From an optimization exercise on the open Yosys and OpenROAD flow, aimed at small area, a short achievable clock period and few clock cycles per item; shortcuts taken in it are not production practice.
Only simulation tests tie the RTL to the original design; equivalence was not proved.
Power and IR drop assume default switching activity.

<file path="design/flow/run.sh">
#!/bin/bash
# synth_recipe.tcl (not shown) runs the flow's synth.tcl, then flattens the netlist and writes it again
# the make line also repeats each setting of config.mk as NAME=value (left out here)
make -C /OpenROAD-flow-scripts/flow DESIGN_CONFIG=/design/flow/config.mk WORK_HOME=/design/flow/orfs CLKGATE_MAP_FILE= SYNTH_SCRIPT=/design/flow/synth_recipe.tcl finish
</file>
<file path="design/flow/config.mk">
export PLATFORM = sky130hd
export DESIGN_NAME = iob_top
export DESIGN_NICKNAME = iob_top
export VERILOG_FILES = /design/flow/design.v
export SDC_FILE = /design/flow/constraint.sdc
export NUM_CORES = 4
export LEC_CHECK = 0
export CAP_MARGIN = 20
export CORE_MARGIN = 2
export CORE_UTILIZATION = 50
export SLEW_MARGIN = 20
export SYNTH_MEMORY_MAX_BITS = 8192
</file>
<file path="design/flow/constraint.sdc">
create_clock -name core_clock -period 6.0 [get_ports {clk_sys}]
set_input_delay 1.2000 -clock core_clock [delete_from_list [all_inputs] [get_ports {clk_sys}]]
set_output_delay 1.2000 -clock core_clock [all_outputs]
set_load 0.01 [all_outputs]
</file>
<file path="design/flow/design.v">
`default_nettype none
package iob_pkg;
	localparam int MSG_BYTES = 6;
	typedef enum logic [3:0] {
		req_w = 4'b0010,  
		req_r = 4'b0011   
	} req_code_t;
	typedef enum logic [3:0] {
		resp_en = 4'b0001,  
		resp_ok = 4'b0010,
		resp_pe = 4'b0011   
	} resp_code_t;
	typedef union packed {
		struct packed {
			logic      dir;   
			logic [2:0] rsvd;
			req_code_t code;
		} req;
		struct packed {
			logic       dir;  
			logic [2:0]  rsvd;
			resp_code_t code;
		} resp;
	} msg_cmd_t;
	typedef enum logic [1:0] {
		bus_none = 2'd0,
		bus_ok   = 2'd1,
		bus_pe   = 2'd2
	} bus_status_t;
endpackage
`default_nettype wire
`timescale 1ns/1ps
`default_nettype none
module msg_rx (
	input  logic        clk_sys,
	input  logic        reset,
	input  logic        rx_req,
	input  logic [7:0]  rx_byte,
	output logic        rx_ack,
	output logic        msg_valid,
	output iob_pkg::msg_cmd_t    m_cmd,
	output logic [7:0]  m_a1,
	output logic [15:0] m_addr,
	output logic [15:0] m_data,
	input  logic        rx_release
);
	localparam int CNT_BITS = $clog2(iob_pkg::MSG_BYTES);
	localparam logic [CNT_BITS-1:0] LAST = CNT_BITS'(iob_pkg::MSG_BYTES - 1);
	logic [CNT_BITS-1:0] cnt;  
	logic take;
	assign take = rx_req && !rx_ack && !msg_valid;
	always_ff @(posedge clk_sys) begin
		if (reset) begin
			rx_ack <= 1'b0;
			msg_valid <= 1'b0;
			cnt <= '0;
		end else begin
			if (rx_release) begin  
				msg_valid <= 1'b0;
				cnt <= '0;
			end
			if (take) begin
				rx_ack <= 1'b1;
				if (cnt == LAST)
					msg_valid <= 1'b1;  
				else
					cnt <= cnt + 1'b1;
			end else if (rx_ack && !rx_req) begin
				rx_ack <= 1'b0;  
			end
		end
	end
	always_ff @(posedge clk_sys) begin
		if (take) begin
			case (cnt)
				0: m_cmd <= rx_byte;
				1: m_a1 <= rx_byte;
				2: m_addr[15:8] <= rx_byte;  
				3: m_addr[7:0] <= rx_byte;
				4: m_data[15:8] <= rx_byte;
				5: m_data[7:0] <= rx_byte;
				default: ;
			endcase
		end
	end
endmodule
`default_nettype wire
`timescale 1ns/1ps
`default_nettype none
module msg_tx (
	input  logic        clk_sys,
	input  logic        reset,
	input  logic        send_req,
	output logic        send_ack,
	input  iob_pkg::msg_cmd_t    t_cmd,
	input  logic [7:0]  t_a1,
	input  logic [15:0] t_addr,
	input  logic [15:0] t_data,
	output logic        tx_req,
	output logic [7:0]  tx_byte,
	input  logic        tx_ack
);
	localparam int CNT_BITS = $clog2(iob_pkg::MSG_BYTES);
	localparam logic [CNT_BITS-1:0] LAST = CNT_BITS'(iob_pkg::MSG_BYTES - 1);
	localparam logic [1:0] TX_IDLE = 2'd0;
	localparam logic [1:0] TX_BYTE = 2'd1;  
	localparam logic [1:0] TX_GAP  = 2'd2;  
	localparam logic [1:0] TX_DONE = 2'd3;  
	logic [1:0] state;
	logic [CNT_BITS-1:0] idx;
	logic [iob_pkg::MSG_BYTES-1:0][7:0] frame;  
	assign tx_byte = frame[LAST - idx];
	always_ff @(posedge clk_sys) begin
		if (reset) begin
			state <= TX_IDLE;
			idx <= '0;
			tx_req <= 1'b0;
			send_ack <= 1'b0;
		end else begin
			case (state)
				TX_IDLE: if (send_req) begin
					idx <= '0;
					tx_req <= 1'b1;
					state <= TX_BYTE;
				end
				TX_BYTE: if (tx_ack) begin
					tx_req <= 1'b0;
					state <= TX_GAP;
				end
				TX_GAP: if (!tx_ack) begin
					if (idx == LAST) begin
						send_ack <= 1'b1;  
						state <= TX_DONE;
					end else begin
						idx <= idx + 1'b1;
						tx_req <= 1'b1;
						state <= TX_BYTE;
					end
				end
				TX_DONE: if (!send_req) begin
					send_ack <= 1'b0;  
					state <= TX_IDLE;
				end
				default: state <= TX_IDLE;
			endcase
		end
	end
	always_ff @(posedge clk_sys) begin
		if (state == TX_IDLE && send_req)
			frame <= {t_cmd, t_a1, t_addr, t_data};
	end
endmodule
`default_nettype wire
`timescale 1ns/1ps
`default_nettype none
module iob_ctrl (
	input  logic        clk_sys,
	input  logic        reset,
	input  logic        msg_valid,
	input  iob_pkg::msg_cmd_t    m_cmd,
	input  logic [7:0]  m_a1,
	input  logic [15:0] m_addr,
	input  logic [15:0] m_data,
	output logic        rx_release,
	output logic        m0_req,
	input  logic        m0_ack,
	output logic [15:0] m0_addr,
	output logic [15:0] m0_wdata,
	output logic        m0_we,
	input  logic [15:0] m0_rdata,
	input  iob_pkg::bus_status_t m0_status,
	output logic        send_req,
	input  logic        send_ack,
	output iob_pkg::msg_cmd_t    t_cmd,
	output logic [7:0]  t_a1,
	output logic [15:0] t_addr,
	output logic [15:0] t_data
);
	localparam logic [2:0] ST_IDLE    = 3'd0;
	localparam logic [2:0] ST_DECODE  = 3'd1;
	localparam logic [2:0] ST_BUS     = 3'd2;
	localparam logic [2:0] ST_RESPOND = 3'd3;
	localparam logic [2:0] ST_WAIT    = 3'd4;  
	localparam logic [2:0] ST_RELEASE = 3'd5;
	logic [2:0] state;
	logic access;      
	logic bus_good;    
	logic [15:0] bus_rd;
	logic is_rw;
	assign is_rw = m_cmd.req.dir &&
		(m_cmd.req.code == iob_pkg::req_r || m_cmd.req.code == iob_pkg::req_w);
	always_ff @(posedge clk_sys) begin
		if (reset) begin
			state <= ST_IDLE;
			access <= 1'b0;
			m0_req <= 1'b0;
			send_req <= 1'b0;
			rx_release <= 1'b0;
		end else begin
			rx_release <= 1'b0;  
			case (state)
				ST_IDLE: if (msg_valid && !m0_ack)
					state <= ST_DECODE;
				ST_DECODE: begin
					access <= is_rw;
					if (is_rw) begin
						m0_req <= 1'b1;
						state <= ST_BUS;
					end else begin
						state <= ST_RESPOND;  
					end
				end
				ST_BUS: if (m0_ack) begin
					m0_req <= 1'b0;  
					state <= ST_RESPOND;
				end
				ST_RESPOND: begin
					send_req <= 1'b1;
					state <= ST_WAIT;
				end
				ST_WAIT: if (send_ack) begin
					send_req <= 1'b0;
					rx_release <= 1'b1;  
					state <= ST_RELEASE;
				end
				ST_RELEASE: if (!send_ack && !m0_ack && !msg_valid)
					state <= ST_IDLE;
				default: state <= ST_IDLE;
			endcase
		end
	end
	always_ff @(posedge clk_sys) begin
		if (state == ST_DECODE) begin
			m0_addr <= m_addr;
			m0_wdata <= m_data;
			m0_we <= (m_cmd.req.code == iob_pkg::req_w);
		end
	end
	always_ff @(posedge clk_sys) begin
		if (state == ST_BUS && m0_ack) begin
			bus_good <= (m0_status == iob_pkg::bus_ok);
			bus_rd <= m0_rdata;
		end
	end
	always_ff @(posedge clk_sys) begin
		if (state == ST_RESPOND) begin
			t_cmd.resp.dir <= 1'b0;
			t_cmd.resp.rsvd <= 3'b000;
			if (!access)
				t_cmd.resp.code <= iob_pkg::resp_en;
			else
				t_cmd.resp.code <= bus_good ? iob_pkg::resp_ok : iob_pkg::resp_pe;
			t_a1 <= m_a1;
			t_addr <= m_addr;
			if (access && bus_good)
				t_data <= m0_we ? m0_wdata : bus_rd;  
			else
				t_data <= 16'h0000;  
		end
	end
endmodule
`default_nettype wire
`timescale 1ns/1ps
`default_nettype none
module bus_arbiter #(
	parameter int ADDR_BITS = 16
) (
	input  logic                 clk_sys,
	input  logic                 reset,
	input  logic                 m0_req,
	input  logic                 m0_we,
	input  logic [ADDR_BITS-1:0] m0_addr,
	input  logic [15:0]          m0_wdata,
	output logic                 m0_ack,
	output logic [15:0]          m0_rdata,
	output iob_pkg::bus_status_t          m0_status,
	input  logic                 m1_req,
	input  logic                 m1_we,
	input  logic [ADDR_BITS-1:0] m1_addr,
	input  logic [15:0]          m1_wdata,
	output logic                 m1_ack,
	output logic [15:0]          m1_rdata,
	output iob_pkg::bus_status_t          m1_status,
	output logic                 mem_stb,
	output logic                 mem_we,
	output logic [ADDR_BITS-1:0] mem_addr,
	output logic [15:0]          mem_wdata,
	input  logic                 mem_done,
	input  logic [15:0]          mem_rdata,
	input  iob_pkg::bus_status_t          mem_status
);
	localparam logic [1:0] ST_IDLE = 2'd0;
	localparam logic [1:0] ST_STB  = 2'd1;  
	localparam logic [1:0] ST_WAIT = 2'd2;  
	localparam logic [1:0] ST_ACK  = 2'd3;  
	logic [1:0] state;
	logic gnt;       
	logic last_gnt;  
	logic pick;
	logic gnt_req;
	assign pick = (m0_req && m1_req) ? ~last_gnt : m1_req;
	assign gnt_req = gnt ? m1_req : m0_req;
	assign mem_stb = (state == ST_STB);
	assign mem_we = gnt ? m1_we : m0_we;
	assign mem_addr = gnt ? m1_addr : m0_addr;
	assign mem_wdata = gnt ? m1_wdata : m0_wdata;
	always_ff @(posedge clk_sys) begin
		if (reset) begin
			state <= ST_IDLE;
			gnt <= 1'b0;
			last_gnt <= 1'b1;  
			m0_ack <= 1'b0;
			m1_ack <= 1'b0;
		end else begin
			case (state)
				ST_IDLE: if (m0_req || m1_req) begin
					gnt <= pick;
					last_gnt <= pick;
					state <= ST_STB;
				end
				ST_STB: state <= ST_WAIT;
				ST_WAIT: if (mem_done) begin
					if (gnt)
						m1_ack <= 1'b1;
					else
						m0_ack <= 1'b1;
					state <= ST_ACK;
				end
				ST_ACK: if (!gnt_req) begin
					m0_ack <= 1'b0;
					m1_ack <= 1'b0;
					state <= ST_IDLE;
				end
				default: state <= ST_IDLE;
			endcase
		end
	end
	always_ff @(posedge clk_sys) begin
		if (state == ST_WAIT && mem_done) begin
			if (gnt) begin
				m1_rdata <= mem_rdata;
				m1_status <= mem_status;
			end else begin
				m0_rdata <= mem_rdata;
				m0_status <= mem_status;
			end
		end
	end
endmodule
`default_nettype wire
`timescale 1ns/1ps
`default_nettype none
module bus_mem #(
	parameter int MEM_WORDS = 256,
	parameter int ADDR_BITS = 16
) (
	input  logic                 clk_sys,
	input  logic                 reset,
	input  logic                 mem_stb,
	input  logic                 mem_we,
	input  logic [ADDR_BITS-1:0] mem_addr,
	input  logic [15:0]          mem_wdata,
	output logic                 mem_done,
	output logic [15:0]          mem_rdata,
	output iob_pkg::bus_status_t          mem_status
);
	localparam int IDX_BITS = $clog2(MEM_WORDS);
	logic [15:0] mem [MEM_WORDS];
	logic [IDX_BITS-1:0] idx;
	logic in_range;
	assign idx = mem_addr[IDX_BITS-1:0];
	assign in_range = (32'(mem_addr) < MEM_WORDS);  
	always_ff @(posedge clk_sys) begin
		if (reset) begin
			mem_done <= 1'b0;
			mem_status <= iob_pkg::bus_none;
		end else begin
			mem_done <= mem_stb;
			if (mem_stb)
				mem_status <= in_range ? iob_pkg::bus_ok : iob_pkg::bus_pe;
		end
	end
	always_ff @(posedge clk_sys) begin
		if (mem_stb) begin
			if (in_range) begin
				if (mem_we)
					mem[idx] <= mem_wdata;
				mem_rdata <= mem[idx];  
			end else begin
				mem_rdata <= 16'h0000;  
			end
		end
	end
endmodule
`default_nettype wire
`timescale 1ns/1ps
`default_nettype none
module iob_top #(
	parameter int MEM_WORDS = 256
) (
	input  logic        clk_sys,
	input  logic        reset,
	input  logic        rx_req,
	input  logic [7:0]  rx_byte,
	output logic        rx_ack,
	output logic        tx_req,
	output logic [7:0]  tx_byte,
	input  logic        tx_ack,
	input  logic        loc_req,
	input  logic        loc_we,
	input  logic [15:0] loc_addr,
	input  logic [15:0] loc_wdata,
	output logic        loc_ack,
	output logic [15:0] loc_rdata,
	output iob_pkg::bus_status_t loc_status
);
	localparam int ADDR_BITS = 16;
	logic msg_valid, rx_release;
	iob_pkg::msg_cmd_t m_cmd;
	logic [7:0] m_a1;
	logic [15:0] m_addr, m_data;
	logic send_req, send_ack;
	iob_pkg::msg_cmd_t t_cmd;
	logic [7:0] t_a1;
	logic [15:0] t_addr, t_data;
	logic m0_req, m0_ack, m0_we;
	logic [15:0] m0_addr, m0_wdata, m0_rdata;
	iob_pkg::bus_status_t m0_status;
	logic mem_stb, mem_we, mem_done;
	logic [15:0] mem_addr, mem_wdata, mem_rdata;
	iob_pkg::bus_status_t mem_status;
	msg_rx msg_rx_inst (
		.clk_sys, .reset,
		.rx_req, .rx_byte, .rx_ack,
		.msg_valid, .m_cmd, .m_a1, .m_addr, .m_data,
		.rx_release
	);
	iob_ctrl iob_ctrl_inst (
		.clk_sys, .reset,
		.msg_valid, .m_cmd, .m_a1, .m_addr, .m_data,
		.rx_release,
		.m0_req, .m0_ack, .m0_addr, .m0_wdata, .m0_we, .m0_rdata, .m0_status,
		.send_req, .send_ack,
		.t_cmd, .t_a1, .t_addr, .t_data
	);
	msg_tx msg_tx_inst (
		.clk_sys, .reset,
		.send_req, .send_ack,
		.t_cmd, .t_a1, .t_addr, .t_data,
		.tx_req, .tx_byte, .tx_ack
	);
	bus_arbiter #(.ADDR_BITS(ADDR_BITS)) bus_arbiter_inst (
		.clk_sys, .reset,
		.m0_req, .m0_we, .m0_addr, .m0_wdata, .m0_ack, .m0_rdata, .m0_status,
		.m1_req(loc_req), .m1_we(loc_we), .m1_addr(loc_addr), .m1_wdata(loc_wdata),
		.m1_ack(loc_ack), .m1_rdata(loc_rdata), .m1_status(loc_status),
		.mem_stb, .mem_we, .mem_addr, .mem_wdata,
		.mem_done, .mem_rdata, .mem_status
	);
	bus_mem #(.MEM_WORDS(MEM_WORDS), .ADDR_BITS(ADDR_BITS)) bus_mem_inst (
		.clk_sys, .reset,
		.mem_stb, .mem_we, .mem_addr, .mem_wdata,
		.mem_done, .mem_rdata, .mem_status
	);
endmodule
`default_nettype wire
</file>
==> results.json <==
{
  "status": "complete, no violations",
  "p_int_mw": 56.99,
  "combPwrFrac": 0.206,
  "wirelength_um": 448600,
  "cts_buffer_depth": 4,
  "grt_overflow": 0,
  "clkSlewWorstSetupHoldPaths_ps": 60,
  "die_y_um": 579.3,
  "yosysTopAreaCellShare": 0.7852,
  "grt.total_usage": 0.2687,
  "slew_headroom": 0.2244,
  "place_congestion": 0.8515,
  "crit_chain": "mux2_8, buf_12, buf_4, mux4_2, nand2_1, a41oi_1, o41ai_4, a41oi_1",
  "yosys.area.top_type": "edfxtp_1",
  "swShare": 0.2832,
  "cts_hold_buf": 0,
  "drtAntennaViolNets": 0,
  "pwr-share-seq": 0.459,
  "yosysMostFrequentCell": "edfxtp_1",
  "final.min_clock_period_ps": 5041,
  "period_share": 0.8402,
  "critPathCaptureType": "register",
  "async_reset_ff_frac": 0,
  "vdd_drop_max_mv": 0.2963,
  "yosys_warnings": 5,
  "nNetsFinal": 8494,
  "rsz0062_at_grt": "false",
  "timing.rr.start": "bus_arbiter_inst.gnt",
  "arrival_ps": 5700,
  "crit_end": "bus_mem_inst.mem_rdata[12]",
  "syn_inst": 7744,
  "grt_pass1_vias": 82616,
  "crit_type": "reg -> reg",
  "fp.dieArea_um2": 335600,
  "synth_nets": 7807,
  "drt_iter0_markers": 11143,
  "ys_seq_elements": 4355,
  "cp_common_cell": "a41oi_1",
  "postCtsSetupBuffers": 0,
  "cts_resized": 0,
  "yosysSeqAreaShare": 0.7886,
  "rr_worst_depth": 8,
  "worst_pin_slew_ps": 1163,
  "start_util": 0.5018,
  "cts_buffers": 437,
  "critPathLaunchType": "register",
  "hold_class": "reg -> reg",
  "rows": 211,
  "required_ps": 6660,
  "drc": 0,
  "nFillCells": 23799,
  "hold_viol": 0,
  "synth_area_um2": 165500,
  "place_area_um2": 176100,
  "core_um2": 329700,
  "p_leak_nw": 59.06,
  "startpoint": "bus_arbiter_inst.gnt",
  "clockRootBuffer": "clkbuf_16",
  "ios": 75,
  "numPlacedInstances": 12356,
  "reg2reg_to": "bus_mem_inst.mem_rdata[12]",
  "net-switching-power_mw": 22.51,
  "slowest_stage": "o41ai_4",
  "io_buffers": 74,
  "skew_ps": 57.95,
  "clock.fmax_ghz": 0.1984,
  "worstSkewPairLatency_ps": 990,
  "post_layout_nonfiller_instances": 13170,
  "setup_viol": 0,
  "cpPeakStageDelay_ps": 970,
  "antenna_found_initial": 16,
  "cts_max_level": 5,
  "via_per_inst": 6.295,
  "synth_common_cells": "edfxtp_1, nand2_1, mux4_2",
  "synth_ff_type": "edfxtp_1",
  "clkPwrFrac": 0.335,
  "clkSinkCount": 4355,
  "dp_hpwl_um": 271100,
  "utilization": 0.5765,
  "fp.dieW_um": 579.3,
  "grt_first_pass_wirelength_um": 634400,
  "reg2reg_slack_ps": 960,
  "stdcell_area_um2": 190100,
  "maxCapViolCount": 0,
  "dr.pass1.iters": 6,
  "cts_tree": "done",
  "path_max_fanout": 40,
  "maxSlewViolCount": 0,
  "synth.distinct_cells": 53,
  "grt_max_degree": 131,
  "wire_per_inst_um": 34.06,
  "ys_top_cells_by_area": "edfxtp_1, mux4_2, nand2_1",
  "drive_gt1_frac": 0.2660,
  "dr_total_vias": 82909,
  "timing.hold.ws_ps": 400.7,
  "p_per_area_nw_per_um2": 418.2,
  "synth_edf_count": 4327,
  "areaGrowthSynthToFinish_pct": 14.87,
  "synth.avg_cell_area_um2": 21.37
}
==> layer usage <==
metal | vias to the layer above | GRT usage | routed length, µm | part of all wire
met5 | - | 0 | 56 | 0.00012
met4 | 8 | 0.07643 | 13840 | 0.031
met3 | 640 | 0.04964 | 40380 | 0.090
met2 | 4083 | 0.4248 | 214400 | 0.48
met1 | 44765 | 0.3874 | 179900 | 0.40
li1 | 33413 | - | - | -
==> placed cells by master (no fill, tap or decap), types with 14 or more instances in the layout <==
cell / instances
bufinv_16: 37
mux2_8: 18
clkbuf_16: 444
clkbuf_1: 82
ha_1: 17
o41ai_1: 22
a21oi_1: 25
mux4_2: 1032
dfxtp_1: 27
mux2i_1: 24
buf_12: 79
inv_1: 21
clkdlybuf4s50_1: 74
nand2_2: 16
clkinv_2: 79
edfxtp_1: 4327
clkinv_1: 123
a41oi_1: 272
clkinvlp_4: 14
nor2_1: 296
o41ai_2: 35
nand2_1: 1058
buf_4: 521
==> stage by stage <==
step	power [mW]	TNS, ps	setup WS [ps]
CTS	80.03	0	892.2
detailed placement	53.68	0	77.38
global route	81.88	0	809.3
floorplan	46.50	0	1961
global placement	53.34	-634.3	-312.5
finish	79.50	0	958.6
==> flip-flops by register name (all words and copies together) (netlist names), 5 cells and up <==
name / cells
msg_rx_inst.m_cmd: 5
iob_ctrl_inst.bus_rd: 16
msg_rx_inst.m_a1: 8
bus_arbiter_inst.m1_rdata: 16
msg_rx_inst.m_addr: 16
iob_ctrl_inst.t_a1: 8
msg_rx_inst.m_data: 16
bus_arbiter_inst.m0_rdata: 16
bus_mem_inst.mem: 4096
iob_ctrl_inst.t_addr: 16
bus_mem_inst.mem_rdata: 16
msg_tx_inst.frame: 42
iob_ctrl_inst.m0_addr: 16
iob_ctrl_inst.m0_wdata: 16
iob_ctrl_inst.t_data: 16
==> worst min path at each step <==
stage / from / endpoint / slack (ps) / cells past startpoint
CTS: iob_ctrl_inst.t_addr[11] / msg_tx_inst.frame[27] / 400 / 0
detailed placement: bus_arbiter_inst.m0_rdata[14] / iob_ctrl_inst.bus_rd[14] / 400 / 0
floorplan: bus_arbiter_inst.m0_rdata[0] / iob_ctrl_inst.bus_rd[0] / 400 / 0
global placement: msg_rx_inst.m_a1[7] / iob_ctrl_inst.t_a1[7] / 400 / 0
global route: iob_ctrl_inst.t_addr[11] / msg_tx_inst.frame[27] / 420 / 0
finish: bus_arbiter_inst.m0_rdata[4] / iob_ctrl_inst.bus_rd[4] / 400 / 0
==> cell type report <==
cell class | instances | area, µm² | area share
antenna | 6 | 15.01 | 0.00007899
clock buffer | 526 | 11420 | 0.06007
clock inverter | 280 | 2456 | 0.01292
inverter | 21 | 78.83 | 0.0004147
multi-input combinational | 2938 | 33840 | 0.1780
sequential | 4355 | 130500 | 0.6865
tap | 4366 | 5463 | 0.02874
timing repair buffer | 678 | 6315 | 0.03322
==> power groups by stage <==
stage               Clock (mW)  Combinational, mW  Sequential, mW
CTS                       27.0               16.6            36.5
finish                    26.7               16.4            36.5
detailed placement           0               16.6            37.1
global route              28.2               17.2            36.5
floorplan                    0               9.31            37.2
global placement             0               16.2            37.1
==> cells by family after synthesis <==
group           count (synthesis)  share of synthesized area
xor+xnor                        1                 0.00005294
compound gates                403                    0.02052
mux                          1076                     0.1433
fa+ha+maj                      17                   0.001285
flops                        4355                     0.7886
buf+inv                       451                    0.01251
simple gates                 1441                    0.03370
==> worst max-delay path: cells and delay by family (launching register included) <==
kind                   cells  cell delay (ps)
flip-flops                 1              720
AO/OA/AOI/OAI              3             1720
AND/OR/NAND/NOR            1              110
multiplexers               2             1320
buffers and inverters      2              660
Testbench counts, summed over its fixed seeds: cycles 18,831, items 1,408.

[afterwards: timing with drivers on the ports]
The results above use ideal ports. As a check the final layout listed here was re-extracted and re-timed, cells and wires unchanged. Step 1 sets driving cells, clkbuf_16 on the clock port and buf_2 on the other inputs (assumed; they add their load-dependent delay and slew). Step 2 adds t to the input delays and takes it off the output delays; t is the mean of the earliest and latest rising clock arrival at the registers after step 1. Input paths then give back, and output paths get back, about the clock's delay inside the block. Three values: ideal, step 1, step 2; two values: the first two.
shift t [ns]: 1.064
setup slack, ns: 0.959 / 0.959 / 0.123
latest minus earliest clock arrival (ns): 0.062 / 0.062
worst register clock-pin slew, ns: 0.07 / 0.07
cell pins on the clock port's net: 1
After both steps this run still meets setup and hold. For this run, drivers alone change the setup slack by 0.000 ns; drivers and shift together by -0.836 ns.
